Background: an optimization exercise with open tools, aiming at small area, a short achievable clock period and few clock cycles. Do not read the settings as production practice. Only simulation tests tie the RTL to the original design; equivalence was not proved.

File: flow/design.v
`default_nettype none
package ems_pkg;
  localparam int COORD_W     = 16;                   
  localparam int EXTRA_FRAC  = 6;                    
  localparam int POINT_W     = 22;                   
  localparam int DELTA_W     = 35;                   
  localparam int MAX_DEPTH   = 6;                    
  localparam int DIFF_W      = COORD_W + 1;          
  localparam int SQ_W        = 2 * COORD_W;          
  localparam int SUM_W       = SQ_W + 1;             
  localparam int DEPTH_W     = $clog2(MAX_DEPTH + 1);
  localparam int STEP_W      = DIFF_W + EXTRA_FRAC;  
  localparam int REM_W       = MAX_DEPTH;            
  localparam logic [DELTA_W-1:0] DELTA_RESET = DELTA_W'(4096);
endpackage
`default_nettype wire
`default_nettype none
module ems_sq_tree (
  input  wire logic [16:0] d,
  output logic [32:0]       s_o,
  output logic [32:0]       c_o
);
  wire t0 = d[0] & d[1];
  wire t1 = d[0] & d[2];
  wire t2 = d[0] & d[3];
  wire t3 = d[0] & d[4];
  wire t4 = d[0] & d[5];
  wire t5 = d[0] & d[6];
  wire t6 = d[0] & d[7];
  wire t7 = d[0] & d[8];
  wire t8 = d[0] & d[9];
  wire t9 = d[0] & d[10];
  wire t10 = d[0] & d[11];
  wire t11 = d[0] & d[12];
  wire t12 = d[0] & d[13];
  wire t13 = d[0] & d[14];
  wire t14 = d[0] & d[15];
  wire t15 = ~(d[16] & d[0]);
  wire t16 = d[1] & d[2];
  wire t17 = d[1] & d[3];
  wire t18 = d[1] & d[4];
  wire t19 = d[1] & d[5];
  wire t20 = d[1] & d[6];
  wire t21 = d[1] & d[7];
  wire t22 = d[1] & d[8];
  wire t23 = d[1] & d[9];
  wire t24 = d[1] & d[10];
  wire t25 = d[1] & d[11];
  wire t26 = d[1] & d[12];
  wire t27 = d[1] & d[13];
  wire t28 = d[1] & d[14];
  wire t29 = d[1] & d[15];
  wire t30 = ~(d[16] & d[1]);
  wire t31 = d[2] & d[3];
  wire t32 = d[2] & d[4];
  wire t33 = d[2] & d[5];
  wire t34 = d[2] & d[6];
  wire t35 = d[2] & d[7];
  wire t36 = d[2] & d[8];
  wire t37 = d[2] & d[9];
  wire t38 = d[2] & d[10];
  wire t39 = d[2] & d[11];
  wire t40 = d[2] & d[12];
  wire t41 = d[2] & d[13];
  wire t42 = d[2] & d[14];
  wire t43 = d[2] & d[15];
  wire t44 = ~(d[16] & d[2]);
  wire t45 = d[3] & d[4];
  wire t46 = d[3] & d[5];
  wire t47 = d[3] & d[6];
  wire t48 = d[3] & d[7];
  wire t49 = d[3] & d[8];
  wire t50 = d[3] & d[9];
  wire t51 = d[3] & d[10];
  wire t52 = d[3] & d[11];
  wire t53 = d[3] & d[12];
  wire t54 = d[3] & d[13];
  wire t55 = d[3] & d[14];
  wire t56 = d[3] & d[15];
  wire t57 = ~(d[16] & d[3]);
  wire t58 = d[4] & d[5];
  wire t59 = d[4] & d[6];
  wire t60 = d[4] & d[7];
  wire t61 = d[4] & d[8];
  wire t62 = d[4] & d[9];
  wire t63 = d[4] & d[10];
  wire t64 = d[4] & d[11];
  wire t65 = d[4] & d[12];
  wire t66 = d[4] & d[13];
  wire t67 = d[4] & d[14];
  wire t68 = d[4] & d[15];
  wire t69 = ~(d[16] & d[4]);
  wire t70 = d[5] & d[6];
  wire t71 = d[5] & d[7];
  wire t72 = d[5] & d[8];
  wire t73 = d[5] & d[9];
  wire t74 = d[5] & d[10];
  wire t75 = d[5] & d[11];
  wire t76 = d[5] & d[12];
  wire t77 = d[5] & d[13];
  wire t78 = d[5] & d[14];
  wire t79 = d[5] & d[15];
  wire t80 = ~(d[16] & d[5]);
  wire t81 = d[6] & d[7];
  wire t82 = d[6] & d[8];
  wire t83 = d[6] & d[9];
  wire t84 = d[6] & d[10];
  wire t85 = d[6] & d[11];
  wire t86 = d[6] & d[12];
  wire t87 = d[6] & d[13];
  wire t88 = d[6] & d[14];
  wire t89 = d[6] & d[15];
  wire t90 = ~(d[16] & d[6]);
  wire t91 = d[7] & d[8];
  wire t92 = d[7] & d[9];
  wire t93 = d[7] & d[10];
  wire t94 = d[7] & d[11];
  wire t95 = d[7] & d[12];
  wire t96 = d[7] & d[13];
  wire t97 = d[7] & d[14];
  wire t98 = d[7] & d[15];
  wire t99 = ~(d[16] & d[7]);
  wire t100 = d[8] & d[9];
  wire t101 = d[8] & d[10];
  wire t102 = d[8] & d[11];
  wire t103 = d[8] & d[12];
  wire t104 = d[8] & d[13];
  wire t105 = d[8] & d[14];
  wire t106 = d[8] & d[15];
  wire t107 = ~(d[16] & d[8]);
  wire t108 = d[9] & d[10];
  wire t109 = d[9] & d[11];
  wire t110 = d[9] & d[12];
  wire t111 = d[9] & d[13];
  wire t112 = d[9] & d[14];
  wire t113 = d[9] & d[15];
  wire t114 = ~(d[16] & d[9]);
  wire t115 = d[10] & d[11];
  wire t116 = d[10] & d[12];
  wire t117 = d[10] & d[13];
  wire t118 = d[10] & d[14];
  wire t119 = d[10] & d[15];
  wire t120 = ~(d[16] & d[10]);
  wire t121 = d[11] & d[12];
  wire t122 = d[11] & d[13];
  wire t123 = d[11] & d[14];
  wire t124 = d[11] & d[15];
  wire t125 = ~(d[16] & d[11]);
  wire t126 = d[12] & d[13];
  wire t127 = d[12] & d[14];
  wire t128 = d[12] & d[15];
  wire t129 = ~(d[16] & d[12]);
  wire t130 = d[13] & d[14];
  wire t131 = d[13] & d[15];
  wire t132 = ~(d[16] & d[13]);
  wire t133 = d[14] & d[15];
  wire t134 = ~(d[16] & d[14]);
  wire t135 = ~(d[16] & d[15]);
  wire t136 = t10 ^ t24;
  wire t137 = t10 & t24;
  wire t138 = t11 ^ t25;
  wire t139 = t11 & t25;
  wire t140 = t12 ^ t26 ^ t39;
  wire t141 = (t12 & t26) | (t12 & t39) | (t26 & t39);
  wire t142 = t51 ^ t62;
  wire t143 = t51 & t62;
  wire t144 = t13 ^ t27 ^ t40;
  wire t145 = (t13 & t27) | (t13 & t40) | (t27 & t40);
  wire t146 = t52 ^ t63;
  wire t147 = t52 & t63;
  wire t148 = t14 ^ t28 ^ t41;
  wire t149 = (t14 & t28) | (t14 & t41) | (t28 & t41);
  wire t150 = t53 ^ t64 ^ t74;
  wire t151 = (t53 & t64) | (t53 & t74) | (t64 & t74);
  wire t152 = t83 ^ t91;
  wire t153 = t83 & t91;
  wire t154 = t15 ^ t29 ^ t42;
  wire t155 = (t15 & t29) | (t15 & t42) | (t29 & t42);
  wire t156 = t54 ^ t65 ^ t75;
  wire t157 = (t54 & t65) | (t54 & t75) | (t65 & t75);
  wire t158 = t84 ^ t92 ^ 1'b1;
  wire t159 = (t84 & t92) | (t84 & 1'b1) | (t92 & 1'b1);
  wire t160 = t30 ^ t43 ^ t55;
  wire t161 = (t30 & t43) | (t30 & t55) | (t43 & t55);
  wire t162 = t66 ^ t76 ^ t85;
  wire t163 = (t66 & t76) | (t66 & t85) | (t76 & t85);
  wire t164 = t93 ^ t100 ^ d[9];
  wire t165 = (t93 & t100) | (t93 & d[9]) | (t100 & d[9]);
  wire t166 = t44 ^ t56 ^ t67;
  wire t167 = (t44 & t56) | (t44 & t67) | (t56 & t67);
  wire t168 = t77 ^ t86 ^ t94;
  wire t169 = (t77 & t86) | (t77 & t94) | (t86 & t94);
  wire t170 = t57 ^ t68 ^ t78;
  wire t171 = (t57 & t68) | (t57 & t78) | (t68 & t78);
  wire t172 = t87 ^ t95 ^ t102;
  wire t173 = (t87 & t95) | (t87 & t102) | (t95 & t102);
  wire t174 = t69 ^ t79 ^ t88;
  wire t175 = (t69 & t79) | (t69 & t88) | (t79 & t88);
  wire t176 = t80 ^ t89 ^ t97;
  wire t177 = (t80 & t89) | (t80 & t97) | (t89 & t97);
  wire t178 = t6 ^ t20;
  wire t179 = t6 & t20;
  wire t180 = t7 ^ t21;
  wire t181 = t7 & t21;
  wire t182 = t8 ^ t22 ^ t35;
  wire t183 = (t8 & t22) | (t8 & t35) | (t22 & t35);
  wire t184 = t47 ^ t58;
  wire t185 = t47 & t58;
  wire t186 = t9 ^ t23 ^ t36;
  wire t187 = (t9 & t23) | (t9 & t36) | (t23 & t36);
  wire t188 = t48 ^ t59;
  wire t189 = t48 & t59;
  wire t190 = t136 ^ t37 ^ t49;
  wire t191 = (t136 & t37) | (t136 & t49) | (t37 & t49);
  wire t192 = t60 ^ t70 ^ d[6];
  wire t193 = (t60 & t70) | (t60 & d[6]) | (t70 & d[6]);
  wire t194 = t137 ^ t138 ^ t38;
  wire t195 = (t137 & t138) | (t137 & t38) | (t138 & t38);
  wire t196 = t50 ^ t61 ^ t71;
  wire t197 = (t50 & t61) | (t50 & t71) | (t61 & t71);
  wire t198 = t139 ^ t140 ^ t142;
  wire t199 = (t139 & t140) | (t139 & t142) | (t140 & t142);
  wire t200 = t72 ^ t81 ^ d[7];
  wire t201 = (t72 & t81) | (t72 & d[7]) | (t81 & d[7]);
  wire t202 = t141 ^ t143 ^ t144;
  wire t203 = (t141 & t143) | (t141 & t144) | (t143 & t144);
  wire t204 = t146 ^ t73 ^ t82;
  wire t205 = (t146 & t73) | (t146 & t82) | (t73 & t82);
  wire t206 = t145 ^ t147 ^ t148;
  wire t207 = (t145 & t147) | (t145 & t148) | (t147 & t148);
  wire t208 = t150 ^ t152 ^ d[8];
  wire t209 = (t150 & t152) | (t150 & d[8]) | (t152 & d[8]);
  wire t210 = t149 ^ t151 ^ t153;
  wire t211 = (t149 & t151) | (t149 & t153) | (t151 & t153);
  wire t212 = t154 ^ t156 ^ t158;
  wire t213 = (t154 & t156) | (t154 & t158) | (t156 & t158);
  wire t214 = t155 ^ t157 ^ t159;
  wire t215 = (t155 & t157) | (t155 & t159) | (t157 & t159);
  wire t216 = t160 ^ t162 ^ t164;
  wire t217 = (t160 & t162) | (t160 & t164) | (t162 & t164);
  wire t218 = t161 ^ t163 ^ t165;
  wire t219 = (t161 & t163) | (t161 & t165) | (t163 & t165);
  wire t220 = t166 ^ t168 ^ t101;
  wire t221 = (t166 & t168) | (t166 & t101) | (t168 & t101);
  wire t222 = t167 ^ t169 ^ t170;
  wire t223 = (t167 & t169) | (t167 & t170) | (t169 & t170);
  wire t224 = t172 ^ t108 ^ d[10];
  wire t225 = (t172 & t108) | (t172 & d[10]) | (t108 & d[10]);
  wire t226 = t171 ^ t173 ^ t174;
  wire t227 = (t171 & t173) | (t171 & t174) | (t173 & t174);
  wire t228 = t96 ^ t103 ^ t109;
  wire t229 = (t96 & t103) | (t96 & t109) | (t103 & t109);
  wire t230 = t175 ^ t176 ^ t104;
  wire t231 = (t175 & t176) | (t175 & t104) | (t176 & t104);
  wire t232 = t110 ^ t115 ^ d[11];
  wire t233 = (t110 & t115) | (t110 & d[11]) | (t115 & d[11]);
  wire t234 = t177 ^ t90 ^ t98;
  wire t235 = (t177 & t90) | (t177 & t98) | (t90 & t98);
  wire t236 = t105 ^ t111 ^ t116;
  wire t237 = (t105 & t111) | (t105 & t116) | (t111 & t116);
  wire t238 = t99 ^ t106 ^ t112;
  wire t239 = (t99 & t106) | (t99 & t112) | (t106 & t112);
  wire t240 = t117 ^ t121 ^ d[12];
  wire t241 = (t117 & t121) | (t117 & d[12]) | (t121 & d[12]);
  wire t242 = t107 ^ t113 ^ t118;
  wire t243 = (t107 & t113) | (t107 & t118) | (t113 & t118);
  wire t244 = t114 ^ t119 ^ t123;
  wire t245 = (t114 & t119) | (t114 & t123) | (t119 & t123);
  wire t246 = t4 ^ t18;
  wire t247 = t4 & t18;
  wire t248 = t5 ^ t19;
  wire t249 = t5 & t19;
  wire t250 = t178 ^ t33 ^ t45;
  wire t251 = (t178 & t33) | (t178 & t45) | (t33 & t45);
  wire t252 = t179 ^ t180 ^ t34;
  wire t253 = (t179 & t180) | (t179 & t34) | (t180 & t34);
  wire t254 = t181 ^ t182 ^ t184;
  wire t255 = (t181 & t182) | (t181 & t184) | (t182 & t184);
  wire t256 = t183 ^ t185 ^ t186;
  wire t257 = (t183 & t185) | (t183 & t186) | (t185 & t186);
  wire t258 = t187 ^ t189 ^ t190;
  wire t259 = (t187 & t189) | (t187 & t190) | (t189 & t190);
  wire t260 = t191 ^ t193 ^ t194;
  wire t261 = (t191 & t193) | (t191 & t194) | (t193 & t194);
  wire t262 = t195 ^ t197 ^ t198;
  wire t263 = (t195 & t197) | (t195 & t198) | (t197 & t198);
  wire t264 = t199 ^ t201 ^ t202;
  wire t265 = (t199 & t201) | (t199 & t202) | (t201 & t202);
  wire t266 = t203 ^ t205 ^ t206;
  wire t267 = (t203 & t205) | (t203 & t206) | (t205 & t206);
  wire t268 = t207 ^ t209 ^ t210;
  wire t269 = (t207 & t209) | (t207 & t210) | (t209 & t210);
  wire t270 = t211 ^ t213 ^ t214;
  wire t271 = (t211 & t213) | (t211 & t214) | (t213 & t214);
  wire t272 = t215 ^ t217 ^ t218;
  wire t273 = (t215 & t217) | (t215 & t218) | (t217 & t218);
  wire t274 = t219 ^ t221 ^ t222;
  wire t275 = (t219 & t221) | (t219 & t222) | (t221 & t222);
  wire t276 = t223 ^ t225 ^ t226;
  wire t277 = (t223 & t225) | (t223 & t226) | (t225 & t226);
  wire t278 = t227 ^ t229 ^ t230;
  wire t279 = (t227 & t229) | (t227 & t230) | (t229 & t230);
  wire t280 = t231 ^ t233 ^ t234;
  wire t281 = (t231 & t233) | (t231 & t234) | (t233 & t234);
  wire t282 = t235 ^ t237 ^ t238;
  wire t283 = (t235 & t237) | (t235 & t238) | (t237 & t238);
  wire t284 = t239 ^ t241 ^ t242;
  wire t285 = (t239 & t241) | (t239 & t242) | (t241 & t242);
  wire t286 = t243 ^ t244 ^ t126;
  wire t287 = (t243 & t244) | (t243 & t126) | (t244 & t126);
  wire t288 = t245 ^ t120 ^ t124;
  wire t289 = (t245 & t120) | (t245 & t124) | (t120 & t124);
  wire t290 = t125 ^ t128 ^ t130;
  wire t291 = (t125 & t128) | (t125 & t130) | (t128 & t130);
  wire t292 = t2 ^ t16;
  wire t293 = t2 & t16;
  wire t294 = t3 ^ t17;
  wire t295 = t3 & t17;
  wire t296 = t246 ^ t31 ^ d[3];
  wire t297 = (t246 & t31) | (t246 & d[3]) | (t31 & d[3]);
  wire t298 = t247 ^ t248 ^ t32;
  wire t299 = (t247 & t248) | (t247 & t32) | (t248 & t32);
  wire t300 = t249 ^ t250 ^ d[4];
  wire t301 = (t249 & t250) | (t249 & d[4]) | (t250 & d[4]);
  wire t302 = t251 ^ t252 ^ t46;
  wire t303 = (t251 & t252) | (t251 & t46) | (t252 & t46);
  wire t304 = t253 ^ t254 ^ d[5];
  wire t305 = (t253 & t254) | (t253 & d[5]) | (t254 & d[5]);
  wire t306 = t255 ^ t256 ^ t188;
  wire t307 = (t255 & t256) | (t255 & t188) | (t256 & t188);
  wire t308 = t257 ^ t258 ^ t192;
  wire t309 = (t257 & t258) | (t257 & t192) | (t258 & t192);
  wire t310 = t259 ^ t260 ^ t196;
  wire t311 = (t259 & t260) | (t259 & t196) | (t260 & t196);
  wire t312 = t261 ^ t262 ^ t200;
  wire t313 = (t261 & t262) | (t261 & t200) | (t262 & t200);
  wire t314 = t263 ^ t264 ^ t204;
  wire t315 = (t263 & t264) | (t263 & t204) | (t264 & t204);
  wire t316 = t265 ^ t266 ^ t208;
  wire t317 = (t265 & t266) | (t265 & t208) | (t266 & t208);
  wire t318 = t267 ^ t268 ^ t212;
  wire t319 = (t267 & t268) | (t267 & t212) | (t268 & t212);
  wire t320 = t269 ^ t270 ^ t216;
  wire t321 = (t269 & t270) | (t269 & t216) | (t270 & t216);
  wire t322 = t271 ^ t272 ^ t220;
  wire t323 = (t271 & t272) | (t271 & t220) | (t272 & t220);
  wire t324 = t273 ^ t274 ^ t224;
  wire t325 = (t273 & t274) | (t273 & t224) | (t274 & t224);
  wire t326 = t275 ^ t276 ^ t228;
  wire t327 = (t275 & t276) | (t275 & t228) | (t276 & t228);
  wire t328 = t277 ^ t278 ^ t232;
  wire t329 = (t277 & t278) | (t277 & t232) | (t278 & t232);
  wire t330 = t279 ^ t280 ^ t236;
  wire t331 = (t279 & t280) | (t279 & t236) | (t280 & t236);
  wire t332 = t281 ^ t282 ^ t240;
  wire t333 = (t281 & t282) | (t281 & t240) | (t282 & t240);
  wire t334 = t283 ^ t284 ^ t122;
  wire t335 = (t283 & t284) | (t283 & t122) | (t284 & t122);
  wire t336 = t285 ^ t286 ^ d[13];
  wire t337 = (t285 & t286) | (t285 & d[13]) | (t286 & d[13]);
  wire t338 = t287 ^ t288 ^ t127;
  wire t339 = (t287 & t288) | (t287 & t127) | (t288 & t127);
  wire t340 = t289 ^ t290 ^ d[14];
  wire t341 = (t289 & t290) | (t289 & d[14]) | (t290 & d[14]);
  wire t342 = t291 ^ t129 ^ t131;
  wire t343 = (t291 & t129) | (t291 & t131) | (t129 & t131);
  wire t344 = t132 ^ t133 ^ d[15];
  wire t345 = (t132 & t133) | (t132 & d[15]) | (t133 & d[15]);
  assign s_o = {t135, t345, t343, t341, t339, t337, t335, t333, t331, t329, t327, t325, t323, t321, t319, t317, t315, t313, t311, t309, t307, t305, t303, t301, t299, t297, t295, t293, t292, t1, t0, 1'b0, d[0]};
  assign c_o = {d[16], t134, t344, t342, t340, t338, t336, t334, t332, t330, t328, t326, t324, t322, t320, t318, t316, t314, t312, t310, t308, t306, t304, t302, t300, t298, t296, t294, d[2], 1'b0, d[1], 1'b0, 1'b0};
endmodule
`default_nettype wire
`default_nettype none
module ems_cmp_le (
  input  wire logic [35:0] a,
  input  wire logic [35:0] b,
  output logic        le_o
);
  wire c0 = ~a[0] & b[0];
  wire c1 = ~(a[0] ^ b[0]);
  wire c2 = ~a[1] & b[1];
  wire c3 = ~(a[1] ^ b[1]);
  wire c4 = ~a[2] & b[2];
  wire c5 = ~(a[2] ^ b[2]);
  wire c6 = ~a[3] & b[3];
  wire c7 = ~(a[3] ^ b[3]);
  wire c8 = ~a[4] & b[4];
  wire c9 = ~(a[4] ^ b[4]);
  wire c10 = ~a[5] & b[5];
  wire c11 = ~(a[5] ^ b[5]);
  wire c12 = ~a[6] & b[6];
  wire c13 = ~(a[6] ^ b[6]);
  wire c14 = ~a[7] & b[7];
  wire c15 = ~(a[7] ^ b[7]);
  wire c16 = ~a[8] & b[8];
  wire c17 = ~(a[8] ^ b[8]);
  wire c18 = ~a[9] & b[9];
  wire c19 = ~(a[9] ^ b[9]);
  wire c20 = ~a[10] & b[10];
  wire c21 = ~(a[10] ^ b[10]);
  wire c22 = ~a[11] & b[11];
  wire c23 = ~(a[11] ^ b[11]);
  wire c24 = ~a[12] & b[12];
  wire c25 = ~(a[12] ^ b[12]);
  wire c26 = ~a[13] & b[13];
  wire c27 = ~(a[13] ^ b[13]);
  wire c28 = ~a[14] & b[14];
  wire c29 = ~(a[14] ^ b[14]);
  wire c30 = ~a[15] & b[15];
  wire c31 = ~(a[15] ^ b[15]);
  wire c32 = ~a[16] & b[16];
  wire c33 = ~(a[16] ^ b[16]);
  wire c34 = ~a[17] & b[17];
  wire c35 = ~(a[17] ^ b[17]);
  wire c36 = ~a[18] & b[18];
  wire c37 = ~(a[18] ^ b[18]);
  wire c38 = ~a[19] & b[19];
  wire c39 = ~(a[19] ^ b[19]);
  wire c40 = ~a[20] & b[20];
  wire c41 = ~(a[20] ^ b[20]);
  wire c42 = ~a[21] & b[21];
  wire c43 = ~(a[21] ^ b[21]);
  wire c44 = ~a[22] & b[22];
  wire c45 = ~(a[22] ^ b[22]);
  wire c46 = ~a[23] & b[23];
  wire c47 = ~(a[23] ^ b[23]);
  wire c48 = ~a[24] & b[24];
  wire c49 = ~(a[24] ^ b[24]);
  wire c50 = ~a[25] & b[25];
  wire c51 = ~(a[25] ^ b[25]);
  wire c52 = ~a[26] & b[26];
  wire c53 = ~(a[26] ^ b[26]);
  wire c54 = ~a[27] & b[27];
  wire c55 = ~(a[27] ^ b[27]);
  wire c56 = ~a[28] & b[28];
  wire c57 = ~(a[28] ^ b[28]);
  wire c58 = ~a[29] & b[29];
  wire c59 = ~(a[29] ^ b[29]);
  wire c60 = ~a[30] & b[30];
  wire c61 = ~(a[30] ^ b[30]);
  wire c62 = ~a[31] & b[31];
  wire c63 = ~(a[31] ^ b[31]);
  wire c64 = ~a[32] & b[32];
  wire c65 = ~(a[32] ^ b[32]);
  wire c66 = ~a[33] & b[33];
  wire c67 = ~(a[33] ^ b[33]);
  wire c68 = ~a[34] & b[34];
  wire c69 = ~(a[34] ^ b[34]);
  wire c70 = ~a[35] & b[35];
  wire c71 = ~(a[35] ^ b[35]);
  wire c72 = c2 | (c3 & c0);
  wire c73 = c3 & c1;
  wire c74 = c6 | (c7 & c4);
  wire c75 = c7 & c5;
  wire c76 = c10 | (c11 & c8);
  wire c77 = c11 & c9;
  wire c78 = c14 | (c15 & c12);
  wire c79 = c15 & c13;
  wire c80 = c18 | (c19 & c16);
  wire c81 = c19 & c17;
  wire c82 = c22 | (c23 & c20);
  wire c83 = c23 & c21;
  wire c84 = c26 | (c27 & c24);
  wire c85 = c27 & c25;
  wire c86 = c30 | (c31 & c28);
  wire c87 = c31 & c29;
  wire c88 = c34 | (c35 & c32);
  wire c89 = c35 & c33;
  wire c90 = c38 | (c39 & c36);
  wire c91 = c39 & c37;
  wire c92 = c42 | (c43 & c40);
  wire c93 = c43 & c41;
  wire c94 = c46 | (c47 & c44);
  wire c95 = c47 & c45;
  wire c96 = c50 | (c51 & c48);
  wire c97 = c51 & c49;
  wire c98 = c54 | (c55 & c52);
  wire c99 = c55 & c53;
  wire c100 = c58 | (c59 & c56);
  wire c101 = c59 & c57;
  wire c102 = c62 | (c63 & c60);
  wire c103 = c63 & c61;
  wire c104 = c66 | (c67 & c64);
  wire c105 = c67 & c65;
  wire c106 = c70 | (c71 & c68);
  wire c107 = c71 & c69;
  wire c108 = c74 | (c75 & c72);
  wire c109 = c75 & c73;
  wire c110 = c78 | (c79 & c76);
  wire c111 = c79 & c77;
  wire c112 = c82 | (c83 & c80);
  wire c113 = c83 & c81;
  wire c114 = c86 | (c87 & c84);
  wire c115 = c87 & c85;
  wire c116 = c90 | (c91 & c88);
  wire c117 = c91 & c89;
  wire c118 = c94 | (c95 & c92);
  wire c119 = c95 & c93;
  wire c120 = c98 | (c99 & c96);
  wire c121 = c99 & c97;
  wire c122 = c102 | (c103 & c100);
  wire c123 = c103 & c101;
  wire c124 = c106 | (c107 & c104);
  wire c125 = c107 & c105;
  wire c126 = c110 | (c111 & c108);
  wire c127 = c111 & c109;
  wire c128 = c114 | (c115 & c112);
  wire c129 = c115 & c113;
  wire c130 = c118 | (c119 & c116);
  wire c131 = c119 & c117;
  wire c132 = c122 | (c123 & c120);
  wire c133 = c123 & c121;
  wire c134 = c128 | (c129 & c126);
  wire c135 = c129 & c127;
  wire c136 = c132 | (c133 & c130);
  wire c137 = c133 & c131;
  wire c138 = c136 | (c137 & c134);
  wire c139 = c137 & c135;
  wire c140 = c124 | (c125 & c138);
  wire c141 = c125 & c139;
  assign le_o = c140 | c141;
endmodule
`default_nettype wire
`default_nettype none
import ems_pkg::*;
module edge_midpoint_subdivider (
  input  wire logic                      clk_i,
  input  wire logic                      rst_ni,
  input  wire logic                      cfg_we_i,
  input  wire logic [DELTA_W-1:0]        cfg_wdata_i,
  input  wire logic                      edge_valid_i,
  output logic                           edge_ready_o,
  input  wire logic signed [COORD_W-1:0] edge_start_x_i,
  input  wire logic signed [COORD_W-1:0] edge_start_y_i,
  input  wire logic signed [COORD_W-1:0] edge_end_x_i,
  input  wire logic signed [COORD_W-1:0] edge_end_y_i,
  output logic                           point_valid_o,
  input  wire logic                      point_ready_i,
  output logic signed [POINT_W-1:0]      point_x_o,
  output logic signed [POINT_W-1:0]      point_y_o,
  output logic                           point_last_o,
  output logic                           point_capped_o
);
  logic [DELTA_W-1:0] delta_q;
  always_ff @(posedge clk_i or negedge rst_ni) begin
    if (!rst_ni) begin
      delta_q <= DELTA_RESET;
    end else if (cfg_we_i) begin
      delta_q <= cfg_wdata_i;
    end
  end
  logic a_v, b_v, b_ph, c_v, c_lp, e_v;
  logic a_mv, b_load, b_mv, c_done, c_hand, fire;
  logic fit;
  logic [DEPTH_W-1:0] c_k;
  logic e_last;
  logic c_ok, c_hand0, c_hand1, b_mv0, b_mv1;
  assign fire    = e_v & point_ready_i;
  assign c_done  = fit | (c_k == DEPTH_W'(MAX_DEPTH));
  assign c_ok    = c_v & ~c_lp & c_done;
  assign c_hand0 = c_ok & ~e_v;              
  assign c_hand1 = c_ok & e_v & e_last;      
  assign c_hand  = c_hand0 | (c_hand1 & point_ready_i);
  assign b_mv0   = b_v & b_ph & (~c_v | c_hand0);
  assign b_mv1   = b_v & b_ph & c_hand1;
  assign b_mv    = b_mv0 | (b_mv1 & point_ready_i);
  assign b_load = ~b_v | b_mv;
  assign a_mv   = a_v & b_load;
  assign edge_ready_o = ~a_v;
  always_ff @(posedge clk_i or negedge rst_ni) begin
    if (!rst_ni) begin
      a_v  <= 1'b0;
      b_v  <= 1'b0;
      b_ph <= 1'b0;
      c_v  <= 1'b0;
      c_lp <= 1'b0;
      e_v  <= 1'b0;
    end else begin
      a_v <= a_v ? ~a_mv : edge_valid_i;
      if (b_load) begin
        b_v  <= a_v;
        b_ph <= 1'b0;
      end else if (b_v) begin
        b_ph <= 1'b1;
      end
      if (b_mv) begin
        c_v <= 1'b1;
      end else if (c_hand) begin
        c_v <= 1'b0;
      end
      c_lp <= b_mv;
      if (c_hand) begin
        e_v <= 1'b1;
      end else if (fire & e_last) begin
        e_v <= 1'b0;
      end
    end
  end
  logic signed [COORD_W-1:0] a_sx, a_sy, a_ex, a_ey;
  always_ff @(posedge clk_i) begin
    if (!a_v) begin
      a_sx <= edge_start_x_i;
      a_sy <= edge_start_y_i;
      a_ex <= edge_end_x_i;
      a_ey <= edge_end_y_i;
    end
  end
  logic signed [DIFF_W-1:0]  a_dx, a_dy;
  logic signed [DIFF_W-1:0]  b_dx, b_dy;    
  logic signed [COORD_W-1:0] b_sx, b_sy;
  assign a_dx = DIFF_W'(a_ex) - DIFF_W'(a_sx);
  assign a_dy = DIFF_W'(a_ey) - DIFF_W'(a_sy);
  always_ff @(posedge clk_i) begin
    if (b_load) begin
      b_sx <= a_sx;
      b_sy <= a_sy;
      b_dx <= a_dx;
      b_dy <= a_dy;
    end else if (!b_ph) begin
      b_dx <= b_dy;
      b_dy <= b_dx;
    end
  end
  logic [SUM_W-1:0] sq_s, sq_c, s1_q, c1_q;
  logic            q_x;
  ems_sq_tree u_sq (
    .d   (b_dx),
    .s_o (sq_s),
    .c_o (sq_c)
  );
  always_ff @(posedge clk_i) begin
    s1_q <= sq_s;
    c1_q <= sq_c;
  end
  always_ff @(posedge clk_i or negedge rst_ni) begin
    if (!rst_ni) begin
      q_x <= 1'b0;
    end else begin
      q_x <= b_v & ~b_ph & ~b_load;
    end
  end
  logic [SUM_W-1:0] acc_q;
  logic [SUM_W-1:0] r3_s, r3_c;
  logic [SUM_W-1:0] sum2;
  assign r3_s = acc_q ^ s1_q ^ c1_q;
  assign r3_c = (acc_q & s1_q) | (acc_q & c1_q) | (s1_q & c1_q);
  assign sum2 = r3_s + {r3_c[SUM_W-2:0], 1'b0};
  always_ff @(posedge clk_i) begin
    if (q_x) begin
      acc_q <= sum2;
    end else if (c_lp || !b_v) begin
      acc_q <= '0;
    end
  end
  logic signed [COORD_W-1:0] c_sx, c_sy;
  logic signed [STEP_W-1:0]  c_stx, c_sty;
  logic [SUM_W-1:0]          c_l;
  logic                      c_st;
  ems_cmp_le u_fit (
    .a    ({{(DELTA_W - SUM_W){1'b0}}, c_l, c_st}),
    .b    ({delta_q, 1'b0}),
    .le_o (fit)
  );
  always_ff @(posedge clk_i) begin
    if (b_mv) begin
      c_sx  <= b_sx;
      c_sy  <= b_sy;
      c_stx <= {b_dy, {EXTRA_FRAC{1'b0}}};
      c_sty <= {b_dx, {EXTRA_FRAC{1'b0}}};
    end else if (c_v && !c_lp && !c_done) begin
      c_stx <= c_stx >>> 1;
      c_sty <= c_sty >>> 1;
    end
  end
  always_ff @(posedge clk_i or negedge rst_ni) begin
    if (!rst_ni) begin
      c_k <= '0;
    end else if (b_mv) begin
      c_k <= '0;
    end else if (c_v && !c_lp && !c_done) begin
      c_k <= c_k + DEPTH_W'(1);
    end
  end
  always_ff @(posedge clk_i) begin
    if (c_lp) begin
      c_l  <= sum2;
      c_st <= 1'b0;
    end else if (c_v && !c_done) begin
      c_l  <= c_l >> 2;
      c_st <= c_st | c_l[1] | c_l[0];
    end
  end
  logic signed [POINT_W-1:0] px_q, py_q, stx_q, sty_q;
  logic signed [POINT_W-1:0] nstx, nsty, npx, npy;
  logic [REM_W-1:0]          rem_q;
  logic                      cap_q;
  assign nstx = c_stx[POINT_W-1:0];
  assign nsty = c_sty[POINT_W-1:0];
  assign npx  = {c_sx, {EXTRA_FRAC{1'b0}}} + nstx;
  assign npy  = {c_sy, {EXTRA_FRAC{1'b0}}} + nsty;
  always_ff @(posedge clk_i) begin
    if (c_hand) begin
      px_q  <= npx;
      py_q  <= npy;
      stx_q <= nstx;
      sty_q <= nsty;
      rem_q <= REM_W'((1 << c_k) - 1);
      cap_q <= ~fit;
    end else if (fire) begin
      px_q  <= px_q + stx_q;
      py_q  <= py_q + sty_q;
      rem_q <= rem_q - REM_W'(1);
    end
  end
  always_ff @(posedge clk_i or negedge rst_ni) begin
    if (!rst_ni) begin
      e_last <= 1'b0;
    end else if (c_hand) begin
      e_last <= (c_k == '0);
    end else if (fire) begin
      e_last <= (rem_q == REM_W'(1));
    end
  end
  assign point_valid_o  = e_v;
  assign point_x_o      = px_q;
  assign point_y_o      = py_q;
  assign point_last_o   = e_last;
  assign point_capped_o = cap_q;
endmodule
`default_nettype wire
File: flow/flow/run.sh
#!/bin/bash
# The standard layout, with the ports buffered by buf_4 rather than the
# flow's default pick, and repair_timing aiming for a larger setup margin.
set -euo pipefail
bash standard.sh SETUP_SLACK_MARGIN=5.7 "BUFFER_PORTS_ARGS=-buffer_cell sky130_fd_sc_hd__buf_4" finish > standard_make.log 2>&1
File: flow/standard.sh
#!/bin/bash
# synth_recipe.tcl (not shown) runs the flow's synth.tcl, then flattens the netlist and writes it again
# the make line also repeats each setting of config.mk as NAME=value (left out here)
make -C /OpenROAD-flow-scripts/flow DESIGN_CONFIG=/design/flow/config.mk WORK_HOME=/design/flow/orfs CLKGATE_MAP_FILE= SYNTH_SCRIPT=/design/flow/synth_recipe.tcl "${@:-finish}"
File: flow/config.mk
export PLATFORM = sky130hd
export DESIGN_NAME = edge_midpoint_subdivider
export DESIGN_NICKNAME = edge_midpoint_subdivider
export VERILOG_FILES = /design/flow/design.v
export SDC_FILE = /design/flow/constraint.sdc
export NUM_CORES = 4
export LEC_CHECK = 0
export CAP_MARGIN = 20
export CORE_MARGIN = 2
export CORE_UTILIZATION = 70
export CTS_BUF_LIST = sky130_fd_sc_hd__clkbuf_8
export PLACE_DENSITY = 0.85
export SETUP_SLACK_MARGIN = 5
export SLEW_MARGIN = 20
File: flow/constraint.sdc
create_clock -name core_clock -period 9.0 [get_ports {clk_i}]
set_input_delay 1.8000 -clock core_clock [delete_from_list [all_inputs] [get_ports {clk_i}]]
set_output_delay 1.8000 -clock core_clock [all_outputs]
set_load 0.01 [all_outputs]
==> results.toml, run 1 <==
[global_routing]
grt_start_max_net_pins = 85
first_global_vias = 19073
grt_usage = 0.323
grt_pass1_wl_um = 102000
overflow = 0
antenna_found_initial = 2

[floorplanning]
io_pins = 152
die_h_um = 201
fp-row-count = 72
die-area_um2 = 40500
die_w_um = 201
core-area_um2 = 38600
start_util = 0.706

[logic_synthesis]
netlist_instances = 2316
synth_top_area_frac = 0.394
ys.warnings.count = 1
ys_seq_area_frac = 0.491
synthTopCellsByArea = "edfxtp_1 39%, ha_1 9.1%, fa_1 8.7%, dfxtp_1 5.5%, dfrtp_1 4.1%"
avgSynthCellArea_um2 = 11.8
synth-edff-count = 357
netlist_area_um2 = 27200
synth_top_area_cell = "edfxtp_1"
synth-main-ff-cell = "edfxtp_1"
ys_ff_latch = 478
synth_cell_types = 74
syn-num-nets = 2737
async_flop_share = 0.0962

[worst_hold_path]
min-delay-start = "b_sx[13]"
min_delay_path_depth = 0
hold_end = "c_sx[13]"
hold_path_class = "flip-flop to flip-flop"

[detailed_routing]
drtPass1Iterations = 8
wl_per_cell_um = 21.8
drtIter0Drc = 2358
ant_nets = 0
vias_per_cell = 6.21
vias = 19380
post-route-drc-count = 0
wl_um = 68100

[setup_path]
cpLargestDelayFamily = "adder cells"
endpoint_kind = "flip-flop"
r2r_cells = 10
rrSetupSlack_ps = 5640
slowest_delay_ps = 560
cp_slowest_cell = "fa_1"
critical_path_class = "flip-flop to flip-flop"
r2r-start = "acc_q[19]"
path_cells = "fa_1 > ha_2 > and3_1 > and3_1 > a22oi_2 > nor3_2 > a211o_1 > a21oi_2 > xnor2_2 > mux2_2"
crit_top_cell = "and3_1"
critPathBufInv = 0
reg2reg_to = "c_l[29]"
arrival_ps = 3750
crit_fanout = 6
required_ps = 9390
cp-start-kind = "flip-flop"

[final_layout]
final_common_cell = "edfxtp_1"
syn2layout_area_growth_pct = 15.0
final_nets = 2962
utilization = 0.812
final_area_um2 = 31300
drive_gt1_frac = 0.180
num_antenna_cells = 0
final_cell_mix = "357 x edfxtp_1, 256 x inv_1, 197 x buf_4"
finalNonFillerCells = 3122

[timing]
worst_pin_slew_ps = 1190
setup_tns_ps = 0
fin_crit_sh = 0.373
slew_viol_final = 0
holdWs_ps = 410
max_freq_mhz = 298
setup_viol = 0
fin_skew_ps = 44.3
maxSlewHeadroom = 0.210
rsz0062_at_grt = "yes"
finalHoldViolations = 0
worst_slack_ps = 5640
period_minus_slack_ps = 3360

[run_status]
status = "timing/DRC/antenna clean"

[place]
routabilityCongestion = 0.922
post-place-ws_ps = 4500
dp_cells = 2924
numPortBuffers = 151
place_hpwl_um = 44100
dpl_cell_area_um2 = 28900

[clock_network]
cts_buffers = 76
htreeDepth = 3
cts_max_path_buffers = 3
clk_pin_slew_ps = 70
clock_latency_ps = 650
root_buffer = "clkbuf_8"
cts_sinks = 478
tritoncts = "done"

[flow_run]
max_cap_viol_count = 0
==> sequential cells by signal (all words and copies together) (netlist names), 17 cells and up <==
name	flops
acc_q	33
b_dx	17
b_dy	17
c1_q	30
c_l	33
c_stx	23
c_sty	23
delta_q	35
px_q	22
py_q	22
s1_q	32
stx_q	22
sty_q	22
==> timing repair <==
action                     4_1_cts  5_1_grt
setup buffers                   20       26
gates cloned                     8        3
pin swaps                       10       16
hold buffers                     0        0
gates resized for setup         54       48
setup endpoints to repair      367      237
==> worst max-delay path by stage <==
stage,slack (ps),endpoint,startpoint,cells after the start
after floorplan,5580,b_dx[0],point_ready_i,7
after CTS,5630,c_l[19],acc_q[8],10
after global placement,4540,c_stx[13],point_ready_i,9
after global routing,5570,c_l[32],acc_q[8],10
after detailed placement,4500,c_stx[7],point_ready_i,9
final,5640,c_l[29],acc_q[19],10
==> layout make-up <==
cell class,instances,area (µm²)
Clock inverter,62,308
Tap cell,518,648
Multi-Input combinational cell,1544,13200
Inverter,228,876
Timing Repair inverter,1,7.51
Fill cell,2067,7240
Clock buffer,79,1090
Sequential cell,478,13400
Timing Repair Buffer,212,1770
==> per-layer routing <==
| metal | up-vias | track usage | part of all wire |
|---|---|---|---|
| met3 | 224 | 0.0615 | 0.10 |
| met4 | 2 | 0.117 | 0.039 |
| met2 | 1161 | 0.499 | 0.46 |
| met5 | - | 0 | 0.00019 |
| met1 | 9338 | 0.463 | 0.40 |
| li1 | 8655 | - | - |
==> cell families (layout without fill, tap and decap cells) <==
logic type / Yosys count / in the layout / share of synthesized area
AO/OA/AOI/OAI: 439 / 439 / 0.104
XOR/XNOR: 123 / 123 / 0.0396
adder cells (fa/ha/maj): 317 / 317 / 0.178
buffers and inverters: 299 / 582 / 0.0419
flip-flops: 478 / 478 / 0.491
multiplexers: 109 / 109 / 0.0439
AND/OR/NAND/NOR: 551 / 556 / 0.101
==> cell usage after synthesis, drive strengths merged, types with 4 or more instances <==
cell,instances
a22o,32
xnor2,77
dfrtp,45
and3,17
nand4,9
clkbuf,53
a221oi,5
o31ai,20
mux2i,25
o31a,6
nand2b,13
edfxtp,357
a31oi,13
o21a,29
nor2,128
o211ai,11
and2,125
xor2,46
or3,16
mux2,84
a21oi,130
a21o,26
o21ai,95
a21boi,5
buf,18
a211o,4
nor4,4
nor3,30
nand2,138
a211oi,20
nand3,33
fa,118
inv,226
nand4b,4
or2,7
nor2b,19
dfxtp,75
ha,199
o21bai,9
Testbench counts, summed over its fixed seeds: cycles 16,976.
==> run 2: changes to the inputs <==
--- a/flow/config.mk
+++ b/flow/config.mk
@@ -5,10 +5,11 @@
 export SDC_FILE = /design/flow/constraint.sdc
 export NUM_CORES = 4
 export LEC_CHECK = 0
+export ABC_AREA = 1
 export CAP_MARGIN = 20
 export CORE_MARGIN = 2
-export CORE_UTILIZATION = 70
+export CORE_UTILIZATION = 55
 export CTS_BUF_LIST = sky130_fd_sc_hd__clkbuf_8
-export PLACE_DENSITY = 0.85
+export PLACE_DENSITY = 0.75
 export SETUP_SLACK_MARGIN = 5
 export SLEW_MARGIN = 20
==> run 2 against run 1 <==
Against the previous run: still clean; setup slack better by 130 ps; design area up 2.7%; die area up 31%; wire length up 2.1%; sequential share of layout area down 1.1 points; critical endpoint is now edge_ready_o; highest routed layer is now met4.
==> results.toml, run 2 <==
[clock_network]
cts_buffers = 81
ctsHoldBuffers = 0
clk_pin_slew_ps = 60
clock_latency_ps = 670
cts_sinks = 478
root_buffer = "clkbuf_8"
cts_max_path_buffers = 3
tritoncts = "done"
htreeDepth = 3

[timing]
worst_slack_ps = 5770
maxSlewHeadroom = 0.368
worst_pin_slew_ps = 948
finalHoldViolations = 0
fin_crit_sh = 0.359
slew_viol_final = 0
setup_viol = 0
period_minus_slack_ps = 3230
setup_tns_ps = 0
holdWs_ps = 422
max_freq_mhz = 310
rsz0062_at_grt = "no"
fin_skew_ps = 54.5

[detailed_routing]
wl_met1_um = 30600
dr.max_layer_used = "met4"
wl_per_cell_um = 18.0
drtPass1Iterations = 7
wl_met2_um = 31200
wl_um = 69500
vias = 21007
ant_nets = 0
vias_per_cell = 5.45
post-route-drc-count = 0
wl_met3_um = 5670
drtIter0Drc = 1856

[place]
post-place-ws_ps = 4180
dp_cells = 3664
routabilityCongestion = 0.919
dpl_cell_area_um2 = 29900
place_hpwl_um = 47600
numPortBuffers = 151

[global_routing]
antenna_found_initial = 1
first_global_vias = 20747
overflow = 0
grt_usage = 0.263
grt_start_max_net_pins = 92
grt_pass1_wl_um = 110000

[final_layout]
finalNonFillerCells = 3852
drive_gt1_frac = 0.122
reg.largest.list = "delta_q (35), acc_q (33), c_l (33)"
top_register = "delta_q"
final_cell_mix = "691 x nand2_1, 479 x inv_1, 357 x edfxtp_1"
syn2layout_area_growth_pct = 13.8
final_nets = 3528
utilization = 0.629
final_area_um2 = 32200
fillerInstances = 4110
final_common_cell = "nand2_1"
largest_reg_flops = 35

[setup_path]
slowest_delay_ps = 390
path_cells = "clkinvlp_4 > clkbuf_16 > buf_6"
cp-start-kind = "flip-flop"
critPathBufInv = 3
r2r-start = "acc_q[4]"
cp_slowest_cell = "dfrtp_1"
critical_path_class = "flip-flop to primary output"
arrival_ps = 1430
required_ps = 7200
cpLargestDelayFamily = "flip-flops"
rrSetupSlack_ps = 5850
endpoint_kind = "primary output"
reg2reg_to = "acc_q[21]"
crit_cells = 3
crit_fanout = 2
r2r_cells = 11

[logic_synthesis]
synth-main-ff-cell = "edfxtp_1"
synth_top_family_by_area = "adder cells"
avgSynthCellArea_um2 = 9.74
synth_fa_ha_area_frac = 0.172
synthTopCellsByArea = "edfxtp_1 38%, nand2_1 9.2%, ha_1 8.8%, fa_1 8.4%, inv_1 6.0%"
synthMostInstantiatedCell = "nand2_1"
muxShareOfSynthArea = 0.0132
synth-edff-count = 357
netlist_instances = 2901
synth_compound_gate_area_share = 0.0768
ys_seq_area_frac = 0.473
syn-num-nets = 3322
ys.warnings.count = 1
async_flop_share = 0.0962
ys_ff_latch = 478
synthTopCellsByCount = "694 x nand2_1, 452 x inv_1, 357 x edfxtp_1"
synth_cell_types = 55
synth_top_area_cell = "edfxtp_1"
synth-simple-area-share = 0.148
synth_top_area_frac = 0.379
netlist_area_um2 = 28300
synth_xor_area_frac = 0.0409

[worst_hold_path]
min_delay_path_depth = 0
hold_end = "c_sx[5]"
hold_path_class = "flip-flop to flip-flop"
min-delay-start = "b_sx[5]"

[flow_run]
max_cap_viol_count = 0

[floorplanning]
die-area_um2 = 53200
core-area_um2 = 51100
die_h_um = 231
fp-row-count = 83
io_pins = 152
start_util = 0.553
die_w_um = 231

[run_status]
status = "timing/DRC/antenna clean"
## run 2: cell types whose count changed after synthesis, sizes merged, moves of 51 or more
cell and delta:
and2 -122, inv +228, mux2 -51, nand2 +571
nand3 +93, o21ai +61
## run 2: how the worst max path moves through the flow
stage                       start      endpoint  slack (ps)
floorplan           point_ready_i       px_q[1]        5760
global placement    point_ready_i      b_dy[12]        4250
detailed placement  point_ready_i      b_dx[13]        4180
CTS                           a_v  edge_ready_o        5700
global route             acc_q[4]     acc_q[21]        5700
finish                        a_v  edge_ready_o        5770
## run 2: logic make-up after synthesis
kind of cell             Yosys count
buffers and inverters            538
flip-flops                       478
AND/OR/NAND/NOR                 1016
AO/OA/AOI/OAI                    387
adder cells (fa/ha/maj)          317
multiplexers                      33
XOR/XNOR                         132
## run 2: timing repair
item                                    4_1_cts  5_1_grt
endpoints found under the setup margin      333      194
resized for setup                            20       16
pin swaps                                     5        2
buffers inserted                             24        3
gates cloned                                 11        1
## run 2: layer usage
layer	vias to the layer above	GRT usage
met1	10037	0.373
met3	142	0.0440
li1	9963	-
met5	-	0
met2	865	0.410
met4	0	0.0948
## run 2: worst reg2reg max path, cell delays in order (launching register included)
cell      delay (ps)
edfxtp_1         380
fa_1             450
ha_1             360
nand3_1           90
nand2_1          150
a21oi_2          120
o21ai_1          310
inv_1            110
o21ai_1          310
a21oi_1          130
xnor2_1          400
and2_1           220
## run 2: area by class of cell
type,count,area (µm²),area share
inverter,454,1740,0.0540
sequential,478,13400,0.416
tap,680,851,0.0265
multi-input combinational,1893,12900,0.402
clock inverter,56,330,0.0103
timing repair buffer,199,1690,0.0526
clock buffer,91,1250,0.0389
antenna,1,2.50,0.0000778
==> run 3: changes to the inputs <==
--- a/flow/config.mk
+++ b/flow/config.mk
@@ -5,7 +5,6 @@
 export SDC_FILE = /design/flow/constraint.sdc
 export NUM_CORES = 4
 export LEC_CHECK = 0
-export ABC_AREA = 1
 export CAP_MARGIN = 20
 export CORE_MARGIN = 2
 export CORE_UTILIZATION = 55
==> run 3 against run 2 <==
Against the previous run: area after synthesis decreased by 3.6%; global-route usage decreased by 1.3 points; highest routed layer unchanged; clock skew decreased by 27 ps; first-iteration DRC count decreased by 12%; flip-flop and latch count unchanged; setup slack got worse by 17 ps; via count decreased by 11%; die area decreased by 3.5%; hold slack got worse by 8.7 ps; design area decreased by 1.4%; maximum frequency decreased by 0.53%.
==> results.toml, run 3 <==
[worst_hold_path]
hold_path_class = "flip-flop to flip-flop"

[global_routing]
overflow = 0
first_global_vias = 18318
grt_usage = 0.250
grt_pass1_wl_um = 98900
antenna_found_initial = 1
grt_start_max_net_pins = 71

[final_layout]
final_common_cell = "edfxtp_1"
final_nets = 2965
top_register = "delta_q"
drive_gt1_frac = 0.186
final_area_um2 = 31700
syn2layout_area_growth_pct = 16.4
reg.largest.list = "delta_q (35), acc_q (33), c_l (33)"
final_cell_mix = "357 x edfxtp_1, 250 x inv_1, 197 x buf_4"
finalNonFillerCells = 3272
largest_reg_flops = 35

[detailed_routing]
vias_per_cell = 5.70
wl_um = 64300
post-route-drc-count = 0
vias = 18650
drtPass1Iterations = 5
drtIter0Drc = 1637
ant_nets = 0
wl_per_cell_um = 19.7

[clock_network]
clock_latency_ps = 670
htreeDepth = 3
ctsHoldBuffers = 0
tritoncts = "done"
root_buffer = "clkbuf_8"
cts_sinks = 478
clk_pin_slew_ps = 60
cts_buffers = 79
cts_max_path_buffers = 3

[floorplanning]
die-area_um2 = 51300
io_pins = 152
die_w_um = 227
core-area_um2 = 49000
die_h_um = 227
fp-row-count = 81
start_util = 0.556

[timing]
fin_crit_sh = 0.361
fin_skew_ps = 27.7
max_freq_mhz = 308
slew_viol_final = 0
maxSlewHeadroom = 0.387
rsz0062_at_grt = "yes"
holdWs_ps = 413
setup_viol = 0
worst_pin_slew_ps = 917
finalHoldViolations = 0
worst_slack_ps = 5750
setup_tns_ps = 0
period_minus_slack_ps = 3250

[setup_path]
arrival_ps = 3660
crit_top_cell = "a211oi_4"
crit_fanout = 4
required_ps = 9420
cp_slowest_cell = "fa_1"
endpoint_kind = "flip-flop"
cp-start-kind = "flip-flop"
critical_path_class = "flip-flop to flip-flop"
slowest_delay_ps = 510
path_cells = "fa_1 > ha_4 > o21ai_4 > a221oi_4 > a211oi_4 > or3_4 > a211oi_4 > nor4bb_4 > nor3_2 > and3b_1"
rrSetupSlack_ps = 5750

[logic_synthesis]
syn-num-nets = 2737
ys.warnings.count = 1
synthTopCellsByCount = "357 x edfxtp_1, 226 x inv_1, 199 x ha_1"
avgSynthCellArea_um2 = 11.8
synthTopCellsByArea = "edfxtp_1 39%, ha_1 9.1%, fa_1 8.7%, dfxtp_1 5.5%, dfrtp_1 4.1%"
async_flop_share = 0.0962
netlist_area_um2 = 27200
synth_cell_types = 74
synth-main-ff-cell = "edfxtp_1"
synth_top_area_cell = "edfxtp_1"
synth_top_area_frac = 0.394
ys_seq_area_frac = 0.491
ys_ff_latch = 478
synth-edff-count = 357
netlist_instances = 2316
synthMostInstantiatedCell = "edfxtp_1"

[flow_run]
max_cap_viol_count = 0

[place]
dpl_cell_area_um2 = 29000
numPortBuffers = 151
place_hpwl_um = 44100
dp_cells = 3067
routabilityCongestion = 0.896
post-place-ws_ps = 4440

[run_status]
status = "timing/DRC/antenna clean"
## run 3: final timing paths
check                           startpoint          end  cells past startpoint
worst max-delay path              acc_q[4]    acc_q[32]                     10
worst min-delay path               b_sx[0]      c_sx[0]                      0
worst max register to register    acc_q[4]    acc_q[32]                     10
worst min register to register     b_sx[0]      c_sx[0]                      0
max in group asynchronous           rst_ni  delta_q[29]                      1
min in group asynchronous           rst_ni   delta_q[1]                      1
## run 3: stage by stage
stage	utilization
finish	0.647
global route	0.647
CTS	0.637
detailed placement	0.593
global placement	0.593
floorplan	-
## run 3: cell type report
type	count	area [µm²]
fillers	3535	17300
flip-flops and latches	478	13400
multi-input cells	1542	13200
repair buffers	214	1820
clock buffers	86	1180
inverters	228	876
well taps	664	831
clock inverters	58	377
repair inverters	1	7.51
diodes	1	2.50
## run 3: critical path: cells and delay by family (launching register included)
family          cells  cell delay [ps]
fa+ha+maj           2              820
flops               1              400
simple gates        4              960
compound gates      4              830
## run 3: kinds of logic (layout without fill, tap and decap cells)
| group | Yosys count | count (layout) | synth area share |
|---|---|---|---|
| XOR/XNOR | 123 | 123 | 0.0396 |
| multiplexers | 109 | 109 | 0.0439 |
| other | 0 | 1 | 0 |
| buffers and inverters | 299 | 587 | 0.0419 |
| AO/OA/AOI/OAI | 439 | 439 | 0.104 |
| flip-flops | 478 | 478 | 0.491 |
| adder cells (fa/ha/maj) | 317 | 317 | 0.178 |
| AND/OR/NAND/NOR | 551 | 554 | 0.101 |
## run 3: repair_timing
item,CTS,global route
pin swaps,10,12
buffers inserted,25,25
resized for setup,44,46
endpoints found under the setup margin,362,268
cloned,6,3
## run 3: layer usage
layer,track usage,vias up,part of all wire
li1,-,8653,-
met1,0.362,9162,0.44
met2,0.385,725,0.45
met3,0.0419,110,0.080
met4,0.0817,0,0.025
met5,0,-,0
==> run 4: changes to the inputs <==
--- a/flow/config.mk
+++ b/flow/config.mk
@@ -9,6 +9,6 @@
 export CORE_MARGIN = 2
 export CORE_UTILIZATION = 55
 export CTS_BUF_LIST = sky130_fd_sc_hd__clkbuf_8
-export PLACE_DENSITY = 0.75
+export PLACE_DENSITY = 0.65
 export SETUP_SLACK_MARGIN = 5
 export SLEW_MARGIN = 20
==> run 4 against run 3 <==
Against the previous run: still clean; critical path type unchanged; setup slack got worse by 64 ps.
==> results.toml, run 4 <==
[run_status]
status = "timing/DRC/antenna clean"

[global_routing]
grt_start_max_net_pins = 71
first_global_vias = 18008
antenna_found_initial = 1
grt_pass1_wl_um = 99200
overflow = 0
grt.met3_usage = 0.0503
grt.busiest_layer = "met1"
grt_use_met1 = 0.387
grt_usage = 0.255
use_met2 = 0.369

[logic_synthesis]
ys.warnings.count = 1
synth_top_family_by_area = "adder cells"
netlist_area_um2 = 27200
synth-edff-count = 357
async_flop_share = 0.0962
synth-simple-area-share = 0.101
synth_xor_area_frac = 0.0396
synth-main-ff-cell = "edfxtp_1"
synth_top_area_frac = 0.394
ys_ff_latch = 478
synthTopCellsByCount = "357 x edfxtp_1, 226 x inv_1, 199 x ha_1"
netlist_instances = 2316
synth_cell_types = 74
synthTopCellsByArea = "edfxtp_1 39%, ha_1 9.1%, fa_1 8.7%, dfxtp_1 5.5%, dfrtp_1 4.1%"
synthMostInstantiatedCell = "edfxtp_1"
muxShareOfSynthArea = 0.0439
synth_top_area_cell = "edfxtp_1"
ys_seq_area_frac = 0.491
synth_compound_gate_area_share = 0.104
syn-num-nets = 2737
avgSynthCellArea_um2 = 11.8
synth_fa_ha_area_frac = 0.178

[setup_path]
crit_start = "acc_q[9]"
crit_fanout = 5
endpoint_kind = "flip-flop"
critical_path_class = "flip-flop to flip-flop"
crit_path_end = "acc_q[32]"
cp-start-kind = "flip-flop"
arrival_ps = 3740
r2r-start = "acc_q[9]"
required_ps = 9430
rrSetupSlack_ps = 5690
r2r_cells = 10
reg2reg_to = "acc_q[32]"

[final_layout]
largest_reg_flops = 35
reg.largest.list = "delta_q (35), acc_q (33), c_l (33)"
final_cell_mix = "357 x edfxtp_1, 249 x inv_1, 204 x buf_4"
fillerInstances = 3741
syn2layout_area_growth_pct = 17.2
finalNonFillerCells = 3294
final_common_cell = "edfxtp_1"
drive_gt1_frac = 0.195
top_register = "delta_q"
final_nets = 2982

[detailed_routing]
drtPass1Iterations = 5
vias_per_cell = 5.60
wl_um = 65400
wl_per_cell_um = 19.8
vias = 18449
ant_nets = 0
post-route-drc-count = 0
drtIter0Drc = 1668

[place]
numPortBuffers = 151
dp_cells = 3068
place_hpwl_um = 44800
routabilityCongestion = 0.867

[timing]
fin_skew_ps = 28.4
finalHoldViolations = 0
rsz0062_at_grt = "yes"
period_minus_slack_ps = 3310
maxSlewHeadroom = 0.378
setup_viol = 0
slew_viol_final = 0
max_freq_mhz = 302
worst_pin_slew_ps = 910
fin_crit_sh = 0.368
setup_tns_ps = 0

[clock_network]
cts_buffers = 83
clock_latency_ps = 680
cts_max_path_buffers = 3
htreeDepth = 3
clk_pin_slew_ps = 70
cts_sinks = 478
tritoncts = "done"
root_buffer = "clkbuf_8"

[floorplanning]
die-area_um2 = 51300
io_pins = 152
start_util = 0.556
die_w_um = 227
fp-row-count = 81
die_h_um = 227
core-area_um2 = 49000

[flow_run]
max_cap_viol_count = 0

[worst_hold_path]
hold_path_class = "flip-flop to flip-flop"
==> run 4: cell types whose count changed in the layout (fill, tap and decap cells not counted), moves of 3 or more <==
cell      previous run  this run
buf_4              197       204
clkbuf_8            87        94
buf_6                3         7
a21oi_2              5         8
a21oi_1            123       120
clkinv_1             9        17
clkinv_2            15        11
==> run 4: cells by family (layout without fill, tap and decap cells) <==
group / after synthesis / after routing
compound gates: 439 / 439
xor+xnor: 123 / 123
fa+ha+maj: 317 / 317
buf+inv: 299 / 607
flops: 478 / 478
mux: 109 / 109
other cells: 0 / 1
simple gates: 551 / 556
==> run 4: final cells by class <==
type	instances	area [µm²]	share of cell area
Antenna cell	1	2.50	0.0000784
Tap cell	664	831	0.0260
Sequential cell	478	13400	0.419
Timing Repair Buffer	225	1920	0.0600
Timing Repair inverter	1	7.51	0.000235
Clock inverter	61	343	0.0107
Multi-Input combinational cell	1544	13300	0.417
Inverter	228	876	0.0274
Clock buffer	92	1270	0.0397
==> run 4: what timing repair did <==
action,CTS,global route
pin swaps,18,30
endpoints found under the setup margin,363,294
setup buffers,27,31
cloned,5,9
hold buffers,0,0
gates resized for setup,62,51
==> run 4: worst min path at each step <==
stage / cells past startpoint / slack [ps] / from / to
floorplan: 0 / 350 / b_dx[2] / c1_q[4]
global placement: 0 / 410 / b_sx[12] / c_sx[12]
detailed placement: 0 / 400 / b_sx[8] / c_sx[8]
CTS: 0 / 420 / b_sx[15] / c_sx[15]
global route: 0 / 430 / b_sx[15] / c_sx[15]
finish: 0 / 410 / b_sx[15] / c_sx[15]
==> run 4: per-layer routing <==
layer,part of all wire,wire length (µm)
met5,0,0
met1,0.48,31100
met3,0.069,4530
met4,0.021,1360
met2,0.43,28400
==> run 4: worst max-delay path: stages, from the launching register on <==
cell and delay (ps):
edfxtp_1 410, fa_1 520, ha_4 320, and3_4 180, and3b_1 210, a211oi_4 70, or3_4 440, a211oi_4 350
nor4bb_2 120, nor3_2 240, and3b_1 200
==> run 4: stage by stage <==
| stage | setup slack (ps) | hold WS, ps | utilization | cell area [µm²] |
|---|---|---|---|---|
| 2_1_floorplan | 5580 | 346 | - | 27300 |
| 3_3_place_gp | 4310 | 405 | 0.594 | 29100 |
| 3_5_place_dp | 4270 | 405 | 0.594 | 29100 |
| 4_1_cts | 5630 | 417 | 0.639 | 31300 |
| 5_1_grt | 5570 | 426 | 0.652 | 31900 |
| 6_report | 5690 | 415 | 0.652 | 31900 |
==> run 5: changes to the inputs <==
--- a/flow/config.mk
+++ b/flow/config.mk
@@ -8,7 +8,9 @@
 export CAP_MARGIN = 20
 export CORE_MARGIN = 2
 export CORE_UTILIZATION = 55
-export CTS_BUF_LIST = sky130_fd_sc_hd__clkbuf_8
-export PLACE_DENSITY = 0.65
+export CTS_BUF_LIST = sky130_fd_sc_hd__clkbuf_16
+export CTS_CLUSTER_DIAMETER = 60
+export CTS_CLUSTER_SIZE = 40
+export PLACE_DENSITY = 0.75
 export SETUP_SLACK_MARGIN = 5
 export SLEW_MARGIN = 20
==> run 5 against run 4 <==
Against the previous run: still clean; maximum frequency is 0.86% lower; design area is 1.6% lower.
==> results.toml, run 5 <==
[run_status]
status = "timing/DRC/antenna clean"

[final_layout]
finalNonFillerCells = 3196
num_antenna_cells = 0
syn2layout_area_growth_pct = 15.3
final_nets = 2925
final_cell_mix = "357 x edfxtp_1, 224 x inv_1, 198 x buf_4"
fillerInstances = 3585
reg.largest.list = "delta_q (35), acc_q (33), c_l (33)"
largest_reg_flops = 35
top_register = "delta_q"
final_common_cell = "edfxtp_1"
multi_input_area_um2 = 13200
drive_gt1_frac = 0.173
register_area_um2 = 13400

[clock_network]
htreeDepth = 2
clock_latency_ps = 610
root_buffer = "clkbuf_16"
cts_sinks = 478
cts_max_path_buffers = 3
clk_pin_slew_ps = 120
cts_buffers = 38
ctsHoldBuffers = 0
tritoncts = "done"

[logic_synthesis]
synth_top_area_cell = "edfxtp_1"
synth_cell_types = 74
netlist_area_um2 = 27200
ys_seq_area_frac = 0.491
async_flop_share = 0.0962
synthMostInstantiatedCell = "edfxtp_1"
synth_top_area_frac = 0.394
synthTopCellsByCount = "357 x edfxtp_1, 226 x inv_1, 199 x ha_1"
synthTopCellsByArea = "edfxtp_1 39%, ha_1 9.1%, fa_1 8.7%, dfxtp_1 5.5%, dfrtp_1 4.1%"
avgSynthCellArea_um2 = 11.8
netlist_instances = 2316
synth-edff-count = 357
ys.warnings.count = 1
ys_ff_latch = 478
synth-main-ff-cell = "edfxtp_1"
syn-num-nets = 2737

[global_routing]
antenna_found_initial = 0
grt_start_max_net_pins = 71
first_global_vias = 18016
overflow = 0
grt_pass1_wl_um = 98100
grt_usage = 0.247

[timing]
period_minus_slack_ps = 3340
fin_skew_ps = 75.9
rsz0062_at_grt = "yes"
maxSlewHeadroom = 0.390
slew_viol_final = 0
setup_viol = 0
finalHoldViolations = 0
worst_pin_slew_ps = 911
max_freq_mhz = 300
fin_crit_sh = 0.371
setup_tns_ps = 0

[place]
numPortBuffers = 151
dp_cells = 3067
routabilityCongestion = 0.896
place_hpwl_um = 44100

[detailed_routing]
vias = 18407
post-route-drc-count = 0
drtIter0Drc = 1796
wl_um = 64500
wl_per_cell_um = 20.2
ant_nets = 0
vias_per_cell = 5.76
drtPass1Iterations = 6

[setup_path]
required_ps = 9330
slowest_delay_ps = 510
endpoint_kind = "flip-flop"
cp_slowest_cell = "fa_1"
arrival_ps = 3670
crit_path_end = "acc_q[32]"
cp-start-kind = "flip-flop"
r2r_cells = 10
rrSetupSlack_ps = 5660
path_cells = "fa_1 > ha_4 > o21ai_4 > a221oi_4 > a211oi_4 > or3_4 > a211oi_4 > nor4bb_4 > nor3_2 > and3b_1"
reg2reg_to = "acc_q[32]"
crit_top_cell = "a211oi_4"
crit_start = "acc_q[4]"
r2r-start = "acc_q[4]"
critical_path_class = "flip-flop to flip-flop"
crit_fanout = 4

[worst_hold_path]
hold_path_class = "flip-flop to flip-flop"

[floorplanning]
core-area_um2 = 49000
io_pins = 152
start_util = 0.556
die-area_um2 = 51300
die_h_um = 227
die_w_um = 227
fp-row-count = 81

[flow_run]
max_cap_viol_count = 0
## run 5: cell families after synthesis
kind of cell	synth area share
flip-flops	0.491
adder cells (fa/ha/maj)	0.178
AND/OR/NAND/NOR	0.101
buffers and inverters	0.0419
XOR/XNOR	0.0396
multiplexers	0.0439
AO/OA/AOI/OAI	0.104
## run 5: metrics by stage
| step | cell area [µm²] | hold WS [ps] | util | setup slack (ps) |
|---|---|---|---|---|
| after floorplan | 27300 | 346 | - | 5580 |
| after global placement | 29000 | 406 | 0.593 | 4510 |
| after detailed placement | 29000 | 405 | 0.593 | 4440 |
| after CTS | 31000 | 415 | 0.632 | 5660 |
| after global routing | 31400 | 420 | 0.642 | 5580 |
| final | 31400 | 421 | 0.642 | 5660 |
## run 5: cell type report
cell class	instances	area share
flip-flops and latches	478	0.426
repair inverters	1	0.000239
clock buffers	38	0.0303
repair buffers	215	0.0577
clock inverters	30	0.0127
inverters	228	0.0280
multi-input cells	1542	0.419
well taps	664	0.0264
## run 5: how the worst min path moves through the flow
stage             start  endpoint  slack (ps)  depth (start not counted)
5_1_grt         b_sy[2]   c_sy[2]         420                          0
4_1_cts         b_sy[2]   c_sy[2]         420                          0
6_report        b_sx[3]   c_sx[3]         420                          0
2_1_floorplan   b_dx[2]   c1_q[4]         350                          0
3_3_place_gp   b_sx[14]  c_sx[14]         410                          0
3_5_place_dp   b_sx[14]  c_sx[14]         400                          0
## run 5: what timing repair did
| item | in CTS | in global routing |
|---|---|---|
| setup endpoints to repair | 376 | 198 |
| buffers inserted | 39 | 13 |
| pin swaps | 9 | 12 |
| gates cloned | 5 | 4 |
| gates resized for setup | 39 | 42 |
| hold endpoints to repair | 0 | 0 |
## run 5: routing by layer
layer | up-vias | share of wire | GRT usage
met5 | - | 0 | 0
met4 | 0 | 0.025 | 0.0664
met3 | 94 | 0.072 | 0.0337
met2 | 672 | 0.46 | 0.389
met1 | 9083 | 0.44 | 0.362
li1 | 8558 | - | -
## run 5: worst max-delay path, delay by kind of cell (launching register included)
family          cells  cell delay, ps
compound gates      4             870
simple gates        4             970
fa+ha+maj           2             840
flops               1             400

[afterwards: timing with drivers on the ports]
In the flow no input, the clock included, has a driving cell. The finished layouts below were timed again as built, in two steps. Step 1 assumes that a clkbuf_16 drives the clock port and a buf_2 every other input. Step 2 times the ports against the registers' clock, not the clock port: input delays grow and output delays shrink by t, the midpoint of the rising clock arrivals with the driver on. a / b / c = no drivers / after step 1 / after step 2; a / b = the first two.
run	t (ns)	setup slack, ns	worst register clock-pin slew, ns	cell pins on the clock port's net
run 1	0.679	5.643 / 5.643 / 5.334	0.07 / 0.07	1
run 2	0.703	5.771 / 5.715 / 5.507	0.07 / 0.07	1
run 3	0.708	5.754 / 5.728 / 5.398	0.07 / 0.07	1
run 4	0.722	5.690 / 5.645 / 5.395	0.07 / 0.07	1
run 5	0.626	5.662 / 5.662 / 5.373	0.12 / 0.12	1
After both steps setup and hold are still met in every run listed. For run 3, which loses most, drivers alone change the setup slack by -0.026 ns; drivers and shift together by -0.356 ns.
